Source: an optimization exercise on an open RTL-to-GDS flow (aim: small area, a short achievable clock period and few clock cycles). Production flows keep margins and buffers that such runs may drop. Function was checked by simulation only, so behaviour that the tests miss may differ from the original. Power figures rest on the tool's default switching activity, not on a simulated workload.

==> design/flow/design.v <==
package ncc_pkg;
    localparam int MAX_WINDOW_PIXELS = 65536;
    localparam int COUNT_W = 17;    
    localparam int SUM_W   = 24;    
    localparam int SQ_W    = 32;    
    localparam int V_W     = 47;    
    localparam int M_W     = 46;    
    localparam int R_W     = 92;    
endpackage
import ncc_pkg::*;
module ncc_mul
(
    input  logic [16:0] rem,
    input  logic [15:0] root,
    input  logic [1:0]  bits,
    output logic [16:0] rem_next,
    output logic [15:0] root_next
);
    logic [18:0] rem_sh;
    logic [18:0] trial;
    logic [18:0] diff;
    assign rem_sh = {rem, bits};
    assign trial  = {root[14:0], 2'b01};
    assign diff   = rem_sh - trial;
    always_comb
    begin
        if (!diff[18])
        begin
            rem_next  = diff[16:0];
            root_next = {root[14:0], 1'b1};
        end
        else
        begin
            rem_next  = rem_sh[16:0];
            root_next = {root[14:0], 1'b0};
        end
    end
endmodule
import ncc_pkg::*;
module ncc_ctrl
(
    input  logic               clk,
    input  logic               rst_n,
    input  logic               load,
    output logic               full,
    input  logic [COUNT_W-1:0] n_in,
    input  logic [SUM_W-1:0]   ss_in,
    input  logic [SUM_W-1:0]   st_in,
    input  logic [SQ_W-1:0]    sss_in,
    input  logic [SQ_W-1:0]    stt_in,
    input  logic [SQ_W-1:0]    sst_in,
    output logic               result_valid,
    input  logic               result_ready,
    output logic signed [15:0] correlation,
    output logic               degenerate
);
    localparam logic [2:0] ST_IDLE = 3'd0;
    localparam logic [2:0] ST_INIT = 3'd1;
    localparam logic [2:0] ST_S1   = 3'd2;
    localparam logic [2:0] ST_XFER = 3'd3;
    localparam logic [2:0] ST_S2   = 3'd4;
    localparam logic [2:0] ST_DIV  = 3'd5;
    localparam logic [2:0] ST_FIN  = 3'd6;
    localparam logic [2:0] ST_DONE = 3'd7;
    logic [2:0]         state;
    logic               full_reg;
    logic               valid_reg;
    logic [5:0]         j;
    logic [SUM_W-1:0]   n1;
    logic [SUM_W-1:0]   a1, b1;
    logic [SQ_W-1:0]    x1, x2, x3;
    logic [V_W-1:0]     pv, pw, pc;
    logic [M_W-1:0]     ad, ae, be;
    logic               xt;
    logic               neg, deg;
    logic [1:0]         qb;
    logic [16:0]        rem;
    logic [15:0]        root;
    logic [15:0]        corr_reg;
    logic               deg_reg;
    logic               nb, ab, bb;
    logic [V_W-1:0]     pv_s1, pw_s1, pc_s1;
    assign nb = n1[j[4:0]];
    assign ab = a1[j[4:0]];
    assign bb = b1[j[4:0]];
    assign pv_s1 = {pv[V_W-2:0], 1'b0} + (nb ? V_W'(x1) : '0) - (ab ? V_W'(a1) : '0);
    assign pw_s1 = {pw[V_W-2:0], 1'b0} + (nb ? V_W'(x2) : '0) - (bb ? V_W'(b1) : '0);
    assign pc_s1 = {pc[V_W-2:0], 1'b0} + (nb ? V_W'(x3) : '0) - (ab ? V_W'(b1) : '0);
    logic [V_W-1:0]     c_abs;
    logic [M_W-1:0]     k_src;
    logic [5:0]         k2;
    assign c_abs = pc[V_W-1] ? -pc : pc;
    assign k_src = pw[M_W-1:0] | (pc[M_W-1:0] ^ {M_W{pc[V_W-1]}});
    always_comb
    begin
        k2 = 6'd1;
        for (int i = 0; i < M_W - 1; i++)
            if (k_src[i])
                k2 = 6'(i + 2);
        if (k_src[M_W-1])
            k2 = 6'(M_W);
    end
    logic [4:0]         k1;
    logic [SUM_W-1:0]   k1_src;
    assign k1_src = n1 | a1 | b1;
    always_comb
    begin
        k1 = '0;
        for (int i = 0; i < SUM_W; i++)
            if (k1_src[i])
                k1 = 5'(i);
    end
    logic [M_W:0]       sd, se;
    assign sd = {1'b0, ad} + (pw[0] ? {1'b0, pv[M_W-1:0]} : '0);
    assign se = {1'b0, ae} + (be[0] ? {1'b0, pc[M_W-1:0]} : '0);
    logic [R_W:0]       xr;
    logic [R_W+1:0]     diff;
    logic               q;
    assign xr   = {xt, ae, be};
    assign diff = {1'b0, xr} - {2'b0, ad, pw[M_W-1:0]};
    assign q    = !diff[R_W+1];
    logic [16:0]        rem_nx;
    logic [15:0]        root_nx;
    ncc_mul u_sqrt (
        .rem       (rem),
        .root      (root),
        .bits      (qb),
        .rem_next  (rem_nx),
        .root_next (root_nx)
    );
    logic [15:0]        corr_nx;
    logic               emit;
    always_comb
    begin
        if (deg)
            corr_nx = '0;
        else if (neg)
            corr_nx = -root;
        else if (root[15])
            corr_nx = 16'h7FFF;
        else
            corr_nx = root;
    end
    assign emit = (state == ST_DONE) && (!valid_reg || result_ready);
    always_ff @(posedge clk or negedge rst_n)
    begin
        if (!rst_n)
        begin
            state     <= ST_IDLE;
            full_reg  <= 1'b0;
            valid_reg <= 1'b0;
        end
        else
        begin
            if (load)
                full_reg <= 1'b1;
            if (result_ready)
                valid_reg <= 1'b0;
            if (emit)
                valid_reg <= 1'b1;
            case (state)
                ST_IDLE:
                    if (full_reg)
                        state <= ST_INIT;
                ST_INIT:
                    state <= ST_S1;
                ST_S1:
                    if (j == '0)
                    begin
                        state    <= ST_XFER;
                        full_reg <= 1'b0;
                    end
                ST_XFER:
                    state <= ((pv == '0) || (pw == '0)) ? ST_DONE : ST_S2;
                ST_S2:
                    if (j == '0)
                        state <= ST_DIV;
                ST_DIV:
                    if (j == '0)
                        state <= ST_FIN;
                ST_FIN:
                    state <= ST_DONE;
                ST_DONE:
                    if (emit)
                        state <= ST_IDLE;
                default:
                    state <= ST_IDLE;
            endcase
        end
    end
    always_ff @(posedge clk)
    begin
        if (load)
        begin
            n1 <= SUM_W'(n_in);
            a1 <= ss_in;
            b1 <= st_in;
            x1 <= sss_in;
            x2 <= stt_in;
            x3 <= sst_in;
        end
        case (state)
            ST_INIT:
            begin
                j  <= 6'(k1);
                pv <= '0;
                pw <= '0;
                pc <= '0;
            end
            ST_S1:
            begin
                pv <= pv_s1;
                pw <= pw_s1;
                pc <= pc_s1;
                j  <= j - 1'b1;
            end
            ST_XFER:
            begin
                deg <= (pv == '0) || (pw == '0);
                neg <= pc[V_W-1];
                pc  <= c_abs;
                be  <= c_abs[M_W-1:0];
                ad  <= '0;
                ae  <= '0;
                j   <= k2 - 1'b1;
            end
            ST_S2:
            begin
                ad <= sd[M_W:1];
                pw <= {1'b0, sd[0], pw[M_W-1:1]};
                ae <= se[M_W:1];
                be <= {se[0], be[M_W-1:1]};
                xt <= 1'b0;
                qb <= '0;
                rem  <= '0;
                root <= '0;
                if (j == '0)
                    j <= 6'd30;
                else
                    j <= j - 1'b1;
            end
            ST_DIV:
            begin
                {xt, ae, be} <= {(q ? diff[R_W-1:0] : xr[R_W-1:0]), 1'b0};
                qb <= {qb[0], q};
                if (j[0])
                begin
                    rem  <= rem_nx;
                    root <= root_nx;
                end
                j <= j - 1'b1;
            end
            ST_FIN:
            begin
                rem  <= rem_nx;
                root <= root_nx;
            end
            ST_DONE:
                if (emit)
                begin
                    corr_reg <= corr_nx;
                    deg_reg  <= deg;
                end
            default: ;
        endcase
    end
    assign full         = full_reg;
    assign result_valid = valid_reg;
    assign correlation  = $signed(corr_reg);
    assign degenerate   = deg_reg;
endmodule
import ncc_pkg::*;
module ncc_dp
(
    input  logic               clk,
    input  logic               take,       
    input  logic               first,      
    input  logic [7:0]         s,
    input  logic [7:0]         t,
    output logic [COUNT_W-1:0] n_next,
    output logic [SUM_W-1:0]   ss_next,
    output logic [SUM_W-1:0]   st_next,
    output logic [SQ_W-1:0]    sss_next,
    output logic [SQ_W-1:0]    stt_next,
    output logic [SQ_W-1:0]    sst_next
);
    logic [COUNT_W-1:0] n_reg;
    logic [SUM_W-1:0]   ss_reg, st_reg;
    logic [SQ_W-1:0]    sss_reg, stt_reg, sst_reg;
    logic               grow;
    assign grow = first || !n_reg[COUNT_W-1];
    always_comb
    begin
        n_next   = first ? '0 : n_reg;
        ss_next  = first ? '0 : ss_reg;
        st_next  = first ? '0 : st_reg;
        sss_next = first ? '0 : sss_reg;
        stt_next = first ? '0 : stt_reg;
        sst_next = first ? '0 : sst_reg;
        if (grow)
        begin
            n_next   = n_next + 1'b1;
            ss_next  = ss_next + SUM_W'(s);
            st_next  = st_next + SUM_W'(t);
            sss_next = sss_next + SQ_W'(16'(s) * 16'(s));
            stt_next = stt_next + SQ_W'(16'(t) * 16'(t));
            sst_next = sst_next + SQ_W'(16'(s) * 16'(t));
        end
    end
    always_ff @(posedge clk)
    begin
        if (take)
        begin
            n_reg   <= n_next;
            ss_reg  <= ss_next;
            st_reg  <= st_next;
            sss_reg <= sss_next;
            stt_reg <= stt_next;
            sst_reg <= sst_next;
        end
    end
endmodule
import ncc_pkg::*;
module normalized_cross_correlation
(
    input  logic               clk,
    input  logic               rst_n,
    input  logic               pixel_valid,
    output logic               pixel_ready,
    input  logic [7:0]         scene_pixel,
    input  logic [7:0]         templ_pixel,
    input  logic               last_pixel,
    output logic               result_valid,
    input  logic               result_ready,
    output logic signed [15:0] correlation,
    output logic               degenerate
);
    logic               in_v, in_last, first;
    logic [7:0]         in_s, in_t;
    logic               hold, take, full;
    logic [COUNT_W-1:0] n_nx;
    logic [SUM_W-1:0]   ss_nx, st_nx;
    logic [SQ_W-1:0]    sss_nx, stt_nx, sst_nx;
    assign hold        = in_last && full;
    assign take        = in_v && !hold;
    assign pixel_ready = !(in_v && hold);
    always_ff @(posedge clk or negedge rst_n)
    begin
        if (!rst_n)
        begin
            in_v  <= 1'b0;
            first <= 1'b1;
        end
        else
        begin
            in_v <= (in_v && hold) || pixel_valid;
            if (take)
                first <= in_last;
        end
    end
    always_ff @(posedge clk)
    begin
        if (pixel_ready)
        begin
            in_s    <= scene_pixel;
            in_t    <= templ_pixel;
            in_last <= last_pixel;
        end
    end
    ncc_dp u_dp (
        .clk      (clk),
        .take     (take),
        .first    (first),
        .s        (in_s),
        .t        (in_t),
        .n_next   (n_nx),
        .ss_next  (ss_nx),
        .st_next  (st_nx),
        .sss_next (sss_nx),
        .stt_next (stt_nx),
        .sst_next (sst_nx)
    );
    ncc_ctrl u_post (
        .clk          (clk),
        .rst_n        (rst_n),
        .load         (take && in_last),
        .full         (full),
        .n_in         (n_nx),
        .ss_in        (ss_nx),
        .st_in        (st_nx),
        .sss_in       (sss_nx),
        .stt_in       (stt_nx),
        .sst_in       (sst_nx),
        .result_valid (result_valid),
        .result_ready (result_ready),
        .correlation  (correlation),
        .degenerate   (degenerate)
    );
endmodule
==> design/flow/run.sh <==
#!/bin/bash
# synth_recipe.tcl (not shown) runs the flow's synth.tcl, then flattens the netlist and writes it again
# the make line also repeats each setting of config.mk as NAME=value (left out here)
make -C /OpenROAD-flow-scripts/flow DESIGN_CONFIG=/design/flow/config.mk WORK_HOME=/design/flow/orfs CLKGATE_MAP_FILE= SYNTH_SCRIPT=/design/flow/synth_recipe.tcl finish
==> design/flow/config.mk <==
export PLATFORM = sky130hd
export DESIGN_NAME = normalized_cross_correlation
export DESIGN_NICKNAME = normalized_cross_correlation
export VERILOG_FILES = /design/flow/design.v
export SDC_FILE = /design/flow/constraint.sdc
export NUM_CORES = 4
export LEC_CHECK = 0
export CAP_MARGIN = 20
export CORE_MARGIN = 2
export CORE_UTILIZATION = 40
export SLEW_MARGIN = 20
==> design/flow/constraint.sdc <==
create_clock -name core_clock -period 11.0 [get_ports {clk}]
set_input_delay 2.2000 -clock core_clock [delete_from_list [all_inputs] [get_ports {clk}]]
set_output_delay 2.2000 -clock core_clock [all_outputs]
set_load 0.01 [all_outputs]
==> metrics.md <==
| Metric | Value |
|---|---|
| Crit start category | flip-flop |
| Largest net degree at the start of global routing | 164 |
| Skew final | 0.0602 ns |
| Outcome | complete, no violations |
| Longest Clk Path Bufs | 3 |
| Syn Std Cell Area | 60,600 sq um |
| Clock group share of total power | 0.239 |
| H-tree levels | 3 |
| Arrival @ worst endpoint | 7.99 ns |
| PD cells | 190 nW/um^2 |
| Initial core utilization | 0.404 |
| ANT nets after route | 0 |
| Routed WL | 179,000 um |
| Ys Warns | 4 |
| Post-synth EDFFs | 679 |
| Row cnt | 142 |
| Placed Cells | 8,585 |
| Setup violations, final | 0 |
| Avg Vias per Cell | 5.68 |
| CTS tree | done |
| Post-DP Area | 63,100 sq um |
| TritonCTS Buffers | 84 |
| Iteration-0 DRC Markers | 4,312 |
| Die area | 155,000 sq um |
| Worst VDD drop | 0.221 mV |
| Worst-margin pin slew | 1.30 ns |
| Layout Nets | 7,396 |
| Distinct cell type count after synthesis | 91 |
| Die X | 393 um |
| Setup TNS | 0 ns |
| Initial antenna violation count | 3 |
| Core Region | 150,000 sq um |
| Seq cells post-synth | 686 |
| Maximum clock frequency | 132 MHz |
| CTS resizes | 0 |
| Post-Synthesis Cells | 6,730 |
| Area growth syn-to-layout | 8.95% |
| Leak pwr | 27.9 nW |
| Gr ovfl total | 0 |
| DP HPWL | 138,000 um |
| Final instance area | 66,100 sq um |
| Most common cell after layout, fill and taps aside | edfxtp_1 |
| Port bufs | 39 |
| WL per Instance | 20.5 um |
| Drt first pass iters | 5 |
| Most used DFF post-synth | edfxtp_1 |
| Die span in y | 393 um |
| Clock sinks | 686 |
| Reg clk slew, reported paths | 0.06 ns |
| Crit Path Max Fanout | 65 |
| Ys async rst share | 0.0102 |
| Most frequent cells in the layout | 679 x edfxtp_1, 650 x inv_1, 638 x nor2_1, 569 x nand2_1, 556 x ha_1 |
| RSZ-0062 raised after global routing | false |
| Max Cap Viol | 0 |
| Vias | 49.7k |
| Final Instance Count excl. Fillers | 8,741 |
| Internal power | 7.70 mW |
| Clock latency on the worst-skew pair | 0.74 ns |
| Biggest regs | u_post.pc x47, u_post.pv x47, u_post.pw x47 |
| Share of cells above drive strength 1 | 0.0403 |
| Register share of total power | 0.300 |
| RePlAce Congestion | 0.924 |
| Gr usage total | 0.225 |
| First-pass GRT wire length | 277,000 um |
| Finished Core Util | 0.440 |
| Hold crit path type | reg2reg |
| CTS Root Buffer Type | clkbuf_16 |
| Seq/Total Area, Yosys | 0.339 |
| CP required | 11.42 ns |
| Period utilization | 0.689 |
| Minimum clock period | 7.57 ns |
| CP Class | reg2reg |
| Post-CTS Hold Fix Bufs | 0 |
| Post-Synthesis Net Count | 7,471 |
| P_sw | 4.82 mW |
| Drt drc | 0 |
| Switch share | 0.385 |
| Slew Limit Fails | 0 |
| Gate power share | 0.462 |
| Post-Syn Area per Cell | 9.01 sq um |
| Post-CTS Setup Inserts | 0 |
| Vias in the first global route | 47.3k |
| I/O pins | 40 |
| Hold WS | 0.560 ns |
| Crit. End Element | flip-flop |
| Final Hold Fails | 0 |
| Relative slew slack | 0.123 |
==> stage by stage <==
stage	power, mW	worst slack (ns)
final	12.5	3.43
after global placement	9.41	3.75
after detailed placement	9.47	3.61
after floorplan	8.18	1.40
after CTS	12.5	3.54
after global routing	13.4	2.89
==> layer usage <==
metal,track usage,routed length (um),up-vias
li1,-,-,23900
met1,0.314,81500,23900
met2,0.357,80300,1529
met3,0.0283,10100,328
met4,0.0837,7000,4
met5,0,34,-
==> critical path: stages, from the launching register on <==
cell,delay (ns)
edfxtp_1,0.85
mux4_2,0.34
mux4_2,0.23
inv_1,0.06
o22ai_4,0.60
buf_4,0.66
nand2_1,0.15
fa_1,0.50
inv_1,0.07
ha_1,0.29
a21o_1,0.18
a21o_1,0.21
a2111oi_2,0.51
o311ai_0,0.22
buf_4,0.20
a21oi_1,0.53
o211ai_1,0.18
a21oi_1,0.29
a22oi_1,0.21
a221o_1,0.40
a221oi_1,0.34
xnor2_1,0.16
nor2_1,0.05
==> logic make-up after synthesis <==
logic type | Yosys count | synth area share
buffers and inverters | 903 | 0.0563
flip-flops | 686 | 0.339
XOR/XNOR | 522 | 0.0754
multiplexers | 44 | 0.0113
AO/OA/AOI/OAI | 1685 | 0.178
adder cells (fa/ha/maj) | 720 | 0.169
AND/OR/NAND/NOR | 2170 | 0.171
==> worst paths after layout <==
| check | start | to | slack [ns] | cells after the start |
|---|---|---|---|---|
| min in group asynchronous | rst_n | u_post.full_reg$_DFF_PN0_ | 1.91 | 1 |
| max in group asynchronous | rst_n | u_post.state[0]$_DFFE_PN0P_ | 8.56 | 1 |
| min reg2reg | u_dp.sst_reg[0]$_DFFE_PP_ | u_post.x3[0]$_DFFE_PP_ | 0.56 | 2 |
| max reg2reg | u_post.j[1]$_DFFE_PP_ | u_post.pw[46]$_DFFE_PP_ | 3.43 | 22 |
| max | u_post.j[1]$_DFFE_PP_ | u_post.pw[46]$_DFFE_PP_ | 3.43 | 22 |
| min | u_dp.sst_reg[0]$_DFFE_PP_ | u_post.x3[0]$_DFFE_PP_ | 0.56 | 2 |
==> cells in the mapped netlist, types with 11 or more instances <==
cell,count,area (sq um)
xnor2_1,311,2720
a31o_2,15,131
mux2i_1,21,210
nor3b_1,16,120
o211ai_1,49,368
o31ai_1,28,210
or3_1,53,332
inv_1,652,2450
a31oi_1,50,313
and2_1,93,582
o22ai_1,141,882
or2_2,17,106
mux4_2,19,428
a211oi_1,90,676
o21ai_0,338,1690
nand2_1,575,2160
nand2b_1,62,388
buf_1,29,109
a21boi_0,22,165
edfxtp_1,679,20400
o41ai_1,21,184
xor2_1,211,1850
and3_1,60,375
a21o_1,153,1150
buf_2,18,90.1
nand3_1,158,791
a311oi_1,15,131
a41oi_1,13,114
o21a_1,64,480
clkbuf_1,200,751
nor4_1,43,269
nor2b_1,207,1290
a211o_1,11,96.3
nor3_1,123,616
nor2_1,641,2410
a21oi_1,450,2250
o21bai_1,79,593
and4_1,21,184
fa_1,164,3280
ha_1,556,6960
a2111oi_0,21,184
nand4_1,58,363
==> power by group through the flow <==
| stage | Combinational (mW) | Clock, mW | Sequential, mW |
|---|---|---|---|
| 2_1_floorplan | 4.51 | 0 | 3.67 |
| 3_3_place_gp | 5.62 | 0 | 3.79 |
| 3_5_place_dp | 5.68 | 0 | 3.79 |
| 4_1_cts | 5.74 | 3.04 | 3.75 |
| 5_1_grt | 6.48 | 3.14 | 3.78 |
| 6_report | 5.78 | 2.99 | 3.75 |
==> final cells by class <==
| cell class | count | area [sq um] |
|---|---|---|
| Clock inverter | 61 | 783 |
| Sequential cell | 686 | 20600 |
| Inverter | 656 | 2460 |
| Fill cell | 14500 | 84100 |
| Antenna cell | 2 | 5.00 |
| Clock buffer | 93 | 2140 |
| Timing Repair Buffer | 86 | 756 |
| Tap cell | 2016 | 2520 |
| Multi-Input combinational cell | 5141 | 36800 |
Testbench counts, summed over its fixed seeds: cycles 45,234.

## what the ideal ports hide
In the flow no input, the clock included, has a driving cell. The finished layout below was timed again as built, in two steps. Step 1 (the two cells are an assumption about what drives the block):
set clk [get_ports {clk}]
set_driving_cell -lib_cell sky130_fd_sc_hd__clkbuf_16 $clk
set_driving_cell -lib_cell sky130_fd_sc_hd__buf_2 [delete_from_list [all_inputs] $clk]
Step 2 moves the port delays by t, midway between the first and last clock arrival at a register: inputs arrive t later, outputs are due t later. That takes back most of the time a late clock gives input paths. a / b / c = no drivers / after step 1 / after step 2; a / b = the first two.
t, ns: 0.778
setup slack, ns: 3.425 / 3.425 / 3.425
latest minus earliest clock arrival (ns): 0.061 / 0.060
After both steps setup and hold are still met in this run. The setup slack of this run moves by 0.000 ns with the drivers and by 0.000 ns with both steps.
